Background: an optimization exercise with open tools, aiming at small area, a short achievable clock period and few clock cycles per item. Do not read the settings as production practice.
Function was checked by simulation only, so behaviour that the tests miss may differ from the original.

## the baseline
## anc_top
module anc_top
(
    input  logic                clk,
    input  logic                rstn,
    input  logic                head_flag,
    input  anc_pkg::frame_in_t  frame,
    output anc_pkg::sample_t    dout,
    output logic                frame_done
);
==> flow/config.mk <==
export PLATFORM = sky130hd
export DESIGN_NAME = anc_top
export DESIGN_NICKNAME = anc_top
export VERILOG_FILES = /design/flow/design.v
export SDC_FILE = /design/flow/constraint.sdc
export NUM_CORES = 4
export LEC_CHECK = 0
export CAP_MARGIN = 20
export CORE_MARGIN = 2
export CORE_UTILIZATION = 60
export SLEW_MARGIN = 20
==> flow/constraint.sdc <==
create_clock -name core_clock -period 13.0 [get_ports {clk}]
set_input_delay 2.6000 -clock core_clock [delete_from_list [all_inputs] [get_ports {clk}]]
set_output_delay 2.6000 -clock core_clock [all_outputs]
set_load 0.01 [all_outputs]
standard.sh (not shown) runs the stock make flow with config.mk's settings and CLKGATE_MAP_FILE= SYNTH_SCRIPT=/design/flow/synth_recipe.tcl, a recipe that flattens the netlist after the stock synthesis.
==> flow/flow/run.sh <==
#!/bin/bash
set -euo pipefail
bash standard.sh SETUP_SLACK_MARGIN=9.5 finish > run_make.log 2>&1
The baseline: no failed stages, no open violations at the end
Testbench counts of the baseline, summed over its fixed seeds: cycles 35,192, frames 3,200.
Inputs modified between the baseline and the candidate:
==> flow/run.sh (new file) <==
#!/bin/bash
# synth_recipe.tcl (not shown) runs the flow's synth.tcl, then flattens the netlist and writes it again
# the make line also repeats each setting of config.mk as NAME=value (left out here)
make -C /OpenROAD-flow-scripts/flow DESIGN_CONFIG=/design/flow/config.mk WORK_HOME=/design/flow/orfs CLKGATE_MAP_FILE= SYNTH_SCRIPT=/design/flow/synth_recipe.tcl finish
--- a/flow/config.mk
+++ b/flow/config.mk
@@ -10 +10 @@
-export CORE_UTILIZATION = 60
+export CORE_UTILIZATION = 40
removed: flow/flow/run.sh
removed: flow/standard.sh
### Flow results
No stage failed in the candidate, and the final checks on the layout all came back clean.
Re width of the chip: the candidate is about 22% up on the baseline.
Number of buffers added by the clock tree synthesis step of the candidate exceeds that of the baseline slightly.
NOTE aggregate routed wire length the baseline->the candidate decreased by a few percent
Against the baseline, finished layout cell area in the candidate fell slightly.
In the metrics for the baseline and the candidate, the one carrying the higher data arrival time of the worst path is the candidate.
The baseline -> the candidate: routed wire length on met2 decreased by a few percent
| worst setup slack | lower: the candidate |

---

Another version of the RTL of anc_top (not shown whole).
Size: ~5,000 cells after synthesis, about 810 flip-flops, ~60 I/O pins, about 50,000 µm² of cells after synthesis.
Design anc_top, start of the top module:
module anc_top
(
    input  logic                clk,
    input  logic                rstn,
    input  logic                head_flag,
    input  anc_pkg::frame_in_t  frame,
    output anc_pkg::sample_t    dout,
    output logic                frame_done
);
Settings: LEC_CHECK=0, CAP_MARGIN=20, CORE_MARGIN=2, CORE_UTILIZATION=40, SLEW_MARGIN=20; clock period 13.0 ns.
run.sh (not shown) runs the stock make flow with config.mk's settings and CLKGATE_MAP_FILE= SYNTH_SCRIPT=/design/flow/synth_recipe.tcl, a recipe that flattens the netlist after the stock synthesis.
Stock flow here: none of the scripts above is used.
The baseline produced a clean layout.
Testbench counts at the start, summed over its fixed seeds: cycles 28,792, frames 3,200.
Next try:
==> flow/flow/run.sh (new file) <==
#!/bin/bash
set -euo pipefail
bash standard.sh SETUP_SLACK_MARGIN=8.5 finish > run_make.log 2>&1
==> flow/standard.sh (new file) <==
#!/bin/bash
# synth_recipe.tcl (not shown) runs the flow's synth.tcl, then flattens the netlist and writes it again
# the make line also repeats each setting of config.mk as NAME=value (left out here)
make -C /OpenROAD-flow-scripts/flow DESIGN_CONFIG=/design/flow/config.mk WORK_HOME=/design/flow/orfs CLKGATE_MAP_FILE= SYNTH_SCRIPT=/design/flow/synth_recipe.tcl "${@:-finish}"
removed: flow/run.sh
Outcome: Worst setup slack improved by 1.5 ns; wire length increases by 22%; global-route usage increases by 4.0 points; design area increases by 14%.

---

Another version of the RTL of anc_top (not shown whole).
For scale: ~1,100 flip-flops, ~60 I/O pins.
Settings: LEC_CHECK=0, CAP_MARGIN=20, CORE_MARGIN=2, CORE_UTILIZATION=60, CTS_CLUSTER_DIAMETER=80, CTS_CLUSTER_SIZE=24, SLEW_MARGIN=20; clock period 13.0 ns.
standard.sh (not shown) runs the stock make flow with config.mk's settings and CLKGATE_MAP_FILE= SYNTH_SCRIPT=/design/flow/synth_recipe.tcl, a recipe that flattens the netlist after the stock synthesis.
==> flow/flow/run.sh <==
#!/bin/bash
set -euo pipefail
bash standard.sh SETUP_SLACK_MARGIN=9.25 "BUFFER_PORTS_ARGS=-buffer_cell sky130_fd_sc_hd__buf_2" finish > run_make.log 2>&1
The first run finished clean.
Testbench counts at the start, summed over its fixed seeds: cycles 35,200, frames 3,200.
Then changed:
==> flow/flow/run.sh (replaced) <==
#!/bin/bash
set -euo pipefail
bash standard.sh SETUP_SLACK_MARGIN=9.25 finish > run_make.log 2>&1
- CORE_UTILIZATION: 60 -> 40
Outcome:
- routed wire length increases by 4.0%
- global-route usage decreases by 9.3 points
- final area increases by 2.2%
- setup slack degrades by 0.062 ns
- area after synthesis stays the same
- count of clock-buffer cells in the layout increases by 10
- non-clock buffer count decreases by 1
- first-iteration DRC count decreases by 3.7%
Then changed:
==> flow/flow/run.sh (replaced) <==
#!/bin/bash
set -euo pipefail
bash standard.sh SETUP_SLACK_MARGIN=9.25 "BUFFER_PORTS_ARGS=-buffer_cell sky130_fd_sc_hd__buf_2" finish > run_make.log 2>&1
- CORE_UTILIZATION: 40 -> 70
Core utilization climbs by 31 points. Register-to-register slack gets worse by 0.10 ns. Design area drops by about 3%.
Then changed:
==> flow/flow/run.sh (replaced) <==
#!/bin/bash
set -euo pipefail
bash standard.sh SETUP_SLACK_MARGIN=9.3 "BUFFER_PORTS_ARGS=-buffer_cell sky130_fd_sc_hd__buf_2" finish > run_make.log 2>&1
- CTS_CLUSTER_DIAMETER: 80 -> 90
- CTS_CLUSTER_SIZE: 24 -> 27
The changed run completed without violations.
Synthesized cell count is unchanged.
Routed wire length decreases slightly.
First-iteration DRC count rises by a few percent.
Global-route usage is about the same.
Sequential share of layout area is about the same.
Final area stays flat.
Fmax barely changes.
Die area is unchanged.
Worst setup slack hardly moves.
Utilization came out lower by 0.13 points.

---

Setup of alpha:
RTL: one of the versions met above, not the one the previous note started from.
Size in the first run: roughly 5400 cells after synthesis, roughly 1100 flip-flops, ~60 I/O pins.
clock: 13.0 ns
lec_check: 0
cap_margin: 20
core_margin: 2
core_utilization: 40
cts_cluster_diameter: 100
cts_cluster_size: 30
slew_margin: 20
==> flow/flow/run.sh <==
#!/bin/bash
set -euo pipefail
bash standard.sh SETUP_SLACK_MARGIN=9.5 finish > run_make.log 2>&1
alpha has completed all stages; timing, DRC and antenna checks passed.
Testbench counts of alpha, summed over its fixed seeds: cycles 35,192, frames 3,200.
The following lists how beta was set up differently from alpha:
- ABC_AREA newly set to 1
==> flow/flow/run.sh <==
#!/bin/bash
set -euo pipefail
bash standard.sh SETUP_SLACK_MARGIN=9.2 finish > run_make.log 2>&1
--- outcome ---
The final cell count without fillers in beta sits 2079 above the value recorded for alpha. Relative to alpha, clock-cell share of area has decreased by 0.17 points in beta.
Inputs modified between beta and gamma:
- CTS_CLUSTER_SIZE: 30 -> unset
- CTS_CLUSTER_DIAMETER: 100 -> unset
- ABC_AREA: 1 -> unset
==> flow/flow/run.sh <==
#!/bin/bash
set -euo pipefail
bash standard.sh SETUP_SLACK_MARGIN=9.4 finish > run_make.log 2>&1
--- outcome ---
- Average wire per cell in the routed design for gamma is higher than for beta.
- Comparing beta against gamma, there is no change at all in number of flip-flops and latches.
- In gamma, die outline area is lower than in beta.

==> afterwards: timing with drivers on the ports <==
Ports are ideal in the flow. The routed layouts listed here were re-timed in OpenROAD. Step 1: set_driving_cell puts a clkbuf_16 on clk and a buf_2 on each other input, an assumption about the parent block. Step 2 moves the port delays by t, midway between the first and last clock arrival at a register: inputs arrive t later, outputs are due t later. That takes back most of the time a late clock gives input paths. Slacks: ideal / step 1 / step 2; pairs: ideal / step 1.
run	t (ns)	slack for setup (ns)	slew at the worst register clock pin (ns)	worst data-port slew with drivers (ns)	cell pins on the clock port's net
the baseline	0.765	9.157 / 9.083 / 8.798	0.07 / 0.07	0.20	1
the candidate	0.834	8.536 / 8.511 / 8.536	0.07 / 0.07	0.19	1
the first run of note 2	0.740	5.960 / 5.960 / 5.960	0.07 / 0.07	0.06	1
the second run of note 2	0.776	7.456 / 7.456 / 7.456	0.07 / 0.07	0.06	1
the first run of note 3	0.731	9.172 / 9.098 / 8.757	0.09 / 0.09	0.06	1
the second run of note 3	0.767	9.110 / 9.032 / 8.798	0.10 / 0.10	0.18	1
the third run of note 3	0.730	9.188 / 9.119 / 9.256	0.10 / 0.10	0.05	1
the fourth run of note 3	0.722	9.187 / 9.121 / 9.256	0.11 / 0.11	0.05	1
alpha	0.779	9.096 / 9.024 / 8.781	0.12 / 0.12	0.20	1
beta	0.774	9.042 / 8.961 / 8.711	0.12 / 0.12	0.07	1
gamma	0.820	9.065 / 8.989 / 8.637	0.07 / 0.07	0.22	1
After both steps every run listed still meets setup and hold. For gamma, which loses most, drivers alone change the setup slack by -0.076 ns; drivers and shift together by -0.428 ns.
